Source: an optimization exercise on an open RTL-to-GDS flow (aim: small area, a short achievable clock period and few clock cycles per item). Production flows keep margins and buffers that such runs may drop.
RTL that was checked went through simulation tests only; none was proved equivalent to the original.
Power is estimated from default activity; no workload was simulated.

Design inode_cache_lru, start of the top module:
module inode_cache_lru #(
   parameter int SLOTS = icl_pkg::DEFAULT_SLOTS
) (
   input  logic                        clock,
   input  logic                        reset,
   input  logic                        req_valid,
   output logic                        req_ready,
   input  logic [icl_pkg::OP_W-1:0]    req_op,
   input  logic [icl_pkg::KEY_W-1:0]   req_key,
   output logic                        rsp_valid,
   input  logic                        rsp_ready,
   output logic [icl_pkg::STATUS_W-1:0] rsp_status,
   output logic                        rsp_hit,
   output logic [icl_pkg::SLOT_W-1:0]  rsp_slot,
   output logic                        rsp_evicted,
   output logic [icl_pkg::KEY_W-1:0]   rsp_evicted_key,
   input  logic                        csr_wr_en,
   input  logic [icl_pkg::COUNT_W-1:0] csr_wr_data
);
Size in the first run: ~1700 cells after synthesis, about 500 flip-flops, about 22000 µm² of cells after synthesis.
Settings: LEC_CHECK=0, ABC_CLOCK_PERIOD_IN_PS=2000, CAP_MARGIN=20, CORE_MARGIN=2, CORE_UTILIZATION=55, CTS_CLUSTER_DIAMETER=80, CTS_CLUSTER_SIZE=30, SETUP_SLACK_MARGIN=2.5, SLEW_MARGIN=20; clock period 5.0 ns.
run.sh (not shown) runs the stock make flow with config.mk's settings and CLKGATE_MAP_FILE= SYNTH_SCRIPT=/design/flow/synth_recipe.tcl, a recipe that flattens the netlist after the stock synthesis.
==> next run, changes <==
--- a/flow/config.mk
+++ b/flow/config.mk
@@ -11,3 +11 @@
-export CORE_UTILIZATION = 55
-export CTS_CLUSTER_DIAMETER = 80
-export CTS_CLUSTER_SIZE = 30
+export CORE_UTILIZATION = 40
Worst setup slack loses 0.029 ns. Power rises by 19%. Clock power rises by about 54%. Die area rises by about 37%. Utilization falls by 15 points. Clock skew barely changes. Non-clock buffer count falls by 4. Cell area rises by about 4%.
Function was not checked in any run of this note: the RTL went through the layout flow alone.

---

## v5
inode_cache_lru, a different RTL version from the one above (not shown whole).
Size: about 1400 cells after synthesis, about 66 I/O pins, roughly 19000 µm² of cells after synthesis.
==> flow/config.mk <==
export PLATFORM = sky130hd
export DESIGN_NAME = inode_cache_lru
export DESIGN_NICKNAME = inode_cache_lru
export VERILOG_FILES = /design/flow/design.v
export SDC_FILE = /design/flow/constraint.sdc
export NUM_CORES = 4
export LEC_CHECK = 0
export ABC_CLOCK_PERIOD_IN_PS = 2000
export CAP_MARGIN = 20
export CORE_MARGIN = 2
export CORE_UTILIZATION = 50
export CTS_CLUSTER_DIAMETER = 80
export CTS_CLUSTER_SIZE = 24
export SETUP_SLACK_MARGIN = 2.8
export SLEW_MARGIN = 20
==> flow/constraint.sdc <==
create_clock -name core_clock -period 5.0 [get_ports {clock}]
set_input_delay 1.0000 -clock core_clock [delete_from_list [all_inputs] [get_ports {clock}]]
set_output_delay 1.0000 -clock core_clock [all_outputs]
set_load 0.01 [all_outputs]
standard.sh (not shown) runs the stock make flow with config.mk's settings and CLKGATE_MAP_FILE= SYNTH_SCRIPT=/design/flow/synth_recipe.tcl, a recipe that flattens the netlist after the stock synthesis.
==> flow/flow/run.sh <==
#!/bin/bash
# The standard layout (the standard.sh: standard synthesis, then ORFS to finish), with one
# change: buffer_ports buffers every input and output port with buf_4 instead of its default
# cell (a slow delay buffer that the footprint-matched resizer cannot replace).
set -euo pipefail
bash standard.sh synth > synth.log 2>&1
export BUFFER_PORTS_ARGS="-buffer_cell sky130_fd_sc_hd__buf_4"
bash standard.sh > layout.log 2>&1
v5: no failed stages, no open violations at the end
Testbench counts of v5, summed over its fixed seeds: cycles 12,016, items 12,000.
Edits applied to the flow inputs when going from v5 to v43:
- CORE_UTILIZATION: 50 -> 55
- SETUP_SLACK_MARGIN: 2.8 -> 3.0
==> flow/flow/run.sh <==
#!/bin/bash
# The standard layout (the standard.sh: standard synthesis, then ORFS to finish), with one
# change: the resizer may swap a cell for one of another footprint, so that the delay cells that
# buffer_ports puts on the ports, and other cells, can be resized to ordinary buffers and gates.
set -euo pipefail
bash standard.sh synth > synth.log 2>&1
MAKEFLAGS="MATCH_CELL_FOOTPRINT=0" bash standard.sh > layout.log 2>&1
==> comparison <==
- Having completed the whole flow, v43 delivered a layout that passed the timing, design-rule and antenna checks.
- Re largest driver fanout on the critical path: v43 and v5 aren't equal, and the higher value belongs to v43.
- Note that the non-clock buffer count recorded for v5 amounts to 0.74 times the value seen in v43.
- As of v43, post-detailed-route wirelength per cell had risen by more than 10% compared to v5.
- The core of v43 is more densely filled than that of v5.
--- input diff v43..v19 ---
- clearing CTS_CLUSTER_DIAMETER, which used to be 80
- swapping 55 for 40 in CORE_UTILIZATION
- clearing CTS_CLUSTER_SIZE, which used to be 24
- swapping 3.0 for 2.5 in SETUP_SLACK_MARGIN
==> flow/run.sh (new file) <==
#!/bin/bash
# synth_recipe.tcl (not shown) runs the flow's synth.tcl, then flattens the netlist and writes it again
# the make line also repeats each setting of config.mk as NAME=value (left out here)
make -C /OpenROAD-flow-scripts/flow DESIGN_CONFIG=/design/flow/config.mk WORK_HOME=/design/flow/orfs CLKGATE_MAP_FILE= SYNTH_SCRIPT=/design/flow/synth_recipe.tcl finish
removed: flow/flow/run.sh
removed: flow/standard.sh
==> run summary <==
- Taking v43 as the reference, in v19 overall routing resource usage shows a reduction of 10 points, post-route standard cell area excluding fillers went down by 1100 µm².
- v19 went all the way through synthesis, placement and routing and the layout is clean on timing, DRC and antenna.
- Taking v43 as the reference, in v19 non-clock buffer count has decreased, maximum frequency from static timing analysis has decreased.
- v19 packs its core more loosely than v43.
- Total vias in the final route delta (v19 − v43): favourable
- From v43 to v19 the numbers moved as follows: final critical-path setup slack decreased 0.067 ns; first-pass GRT wire length decreased 10%; clock share of power increased 13 points; wire length decreased about 13%.
For v31, these inputs were changed with respect to v19:
- CORE_UTILIZATION now 50, was 40
- CTS_CLUSTER_SIZE now 24, previously not set
- PLACE_DENSITY now 0.7, previously not set
- CTS_CLUSTER_DIAMETER now 80, previously not set
- SETUP_SLACK_MARGIN now 2.75, was 2.5
==> flow/flow/run.sh (new file) <==
#!/bin/bash
# The standard layout (the standard.sh: standard synthesis, then ORFS to finish), with one
# change: buffer_ports buffers every input and output port with buf_4 instead of its default
# cell (a slow delay buffer that the footprint-matched resizer cannot replace).
set -euo pipefail
bash standard.sh synth > synth.log 2>&1
export BUFFER_PORTS_ARGS="-buffer_cell sky130_fd_sc_hd__buf_4"
bash standard.sh > layout.log 2>&1
==> flow/standard.sh (new file) <==
#!/bin/bash
# synth_recipe.tcl (not shown) runs the flow's synth.tcl, then flattens the netlist and writes it again
# the make line also repeats each setting of config.mk as NAME=value (left out here)
make -C /OpenROAD-flow-scripts/flow DESIGN_CONFIG=/design/flow/config.mk WORK_HOME=/design/flow/orfs CLKGATE_MAP_FILE= SYNTH_SCRIPT=/design/flow/synth_recipe.tcl "${@:-finish}"
removed: flow/run.sh
==> comparison <==
- v31: flow completed, timing, DRC and antenna clean
- v19 → v31: fmax rose by 18 MHz; wire length per cell rose by 6.3%; core utilization rose by 12 points; time the final worst path needs with I/O delays and setup fell by 0.11 ns; setup slack rose by 0.11 ns.
- v31 falls short of v19 in wire length.
- v31 has number of signal-net buffers in the layout above what v19 had.
- Taking v19 as the reference, in v31 final cycle utilization of the critical path now sits lower; number of vias after detailed routing now sits higher; normalized max-slew margin now sits higher.
- Clock power, v31 and v19, higher one = v19.
> inputs changed (v31 -> v42)
- a change of SETUP_SLACK_MARGIN from 2.75 to 2.65
[summary]
v42 finished every step from synthesis to the final layout, and the layout passed the timing, design-rule and antenna checks. Diff v31 -> v42: layout clock buffer count went down; area after synthesis saw little to no change. Area of combinational cells with multiple inputs in v42 vs v31: down about 3.6%.

## static timing again, ports no longer ideal
How much do the figures lean on ideal ports? The routed layouts below were timed once more, with nothing changed but the port constraints.
Step 1 sets driving cells, clkbuf_16 on the clock port and buf_2 on the other inputs (assumed; they add their load-dependent delay and slew).
Step 2 times the ports against the registers' clock, not the clock port: input delays grow and output delays shrink by t, the midpoint of the rising clock arrivals with the driver on.
Slacks: ideal / step 1 / step 2; pairs: ideal / step 1.
| run | t, ns | setup slack, ns | worst setup path at the end | latest minus earliest clock arrival (ns) |
|---|---|---|---|---|
| the first run of note 1 | 0.656 | 2.505 / 2.497 / 1.871 | input to register | 0.028 / 0.028 |
| the second run of note 1 | 0.667 | 2.476 / 2.475 / 1.875 | input to register | 0.030 / 0.030 |
| v5 | 0.615 | 2.603 / 2.603 / 2.276 | input to register | 0.043 / 0.043 |
| v43 | 0.621 | 2.560 / 2.560 / 2.259 | input to register | 0.016 / 0.015 |
| v19 | 0.624 | 2.493 / 2.513 / 1.895 | input to register | 0.020 / 0.020 |
| v31 | 0.597 | 2.603 / 2.603 / 2.296 | input to register | 0.017 / 0.017 |
| v42 | 0.608 | 2.716 / 2.731 / 2.137 | input to register | 0.021 / 0.020 |
After both steps every run listed still meets setup and hold. For the first run of note 1, which loses most, drivers alone change the setup slack by -0.008 ns; drivers and shift together by -0.634 ns.
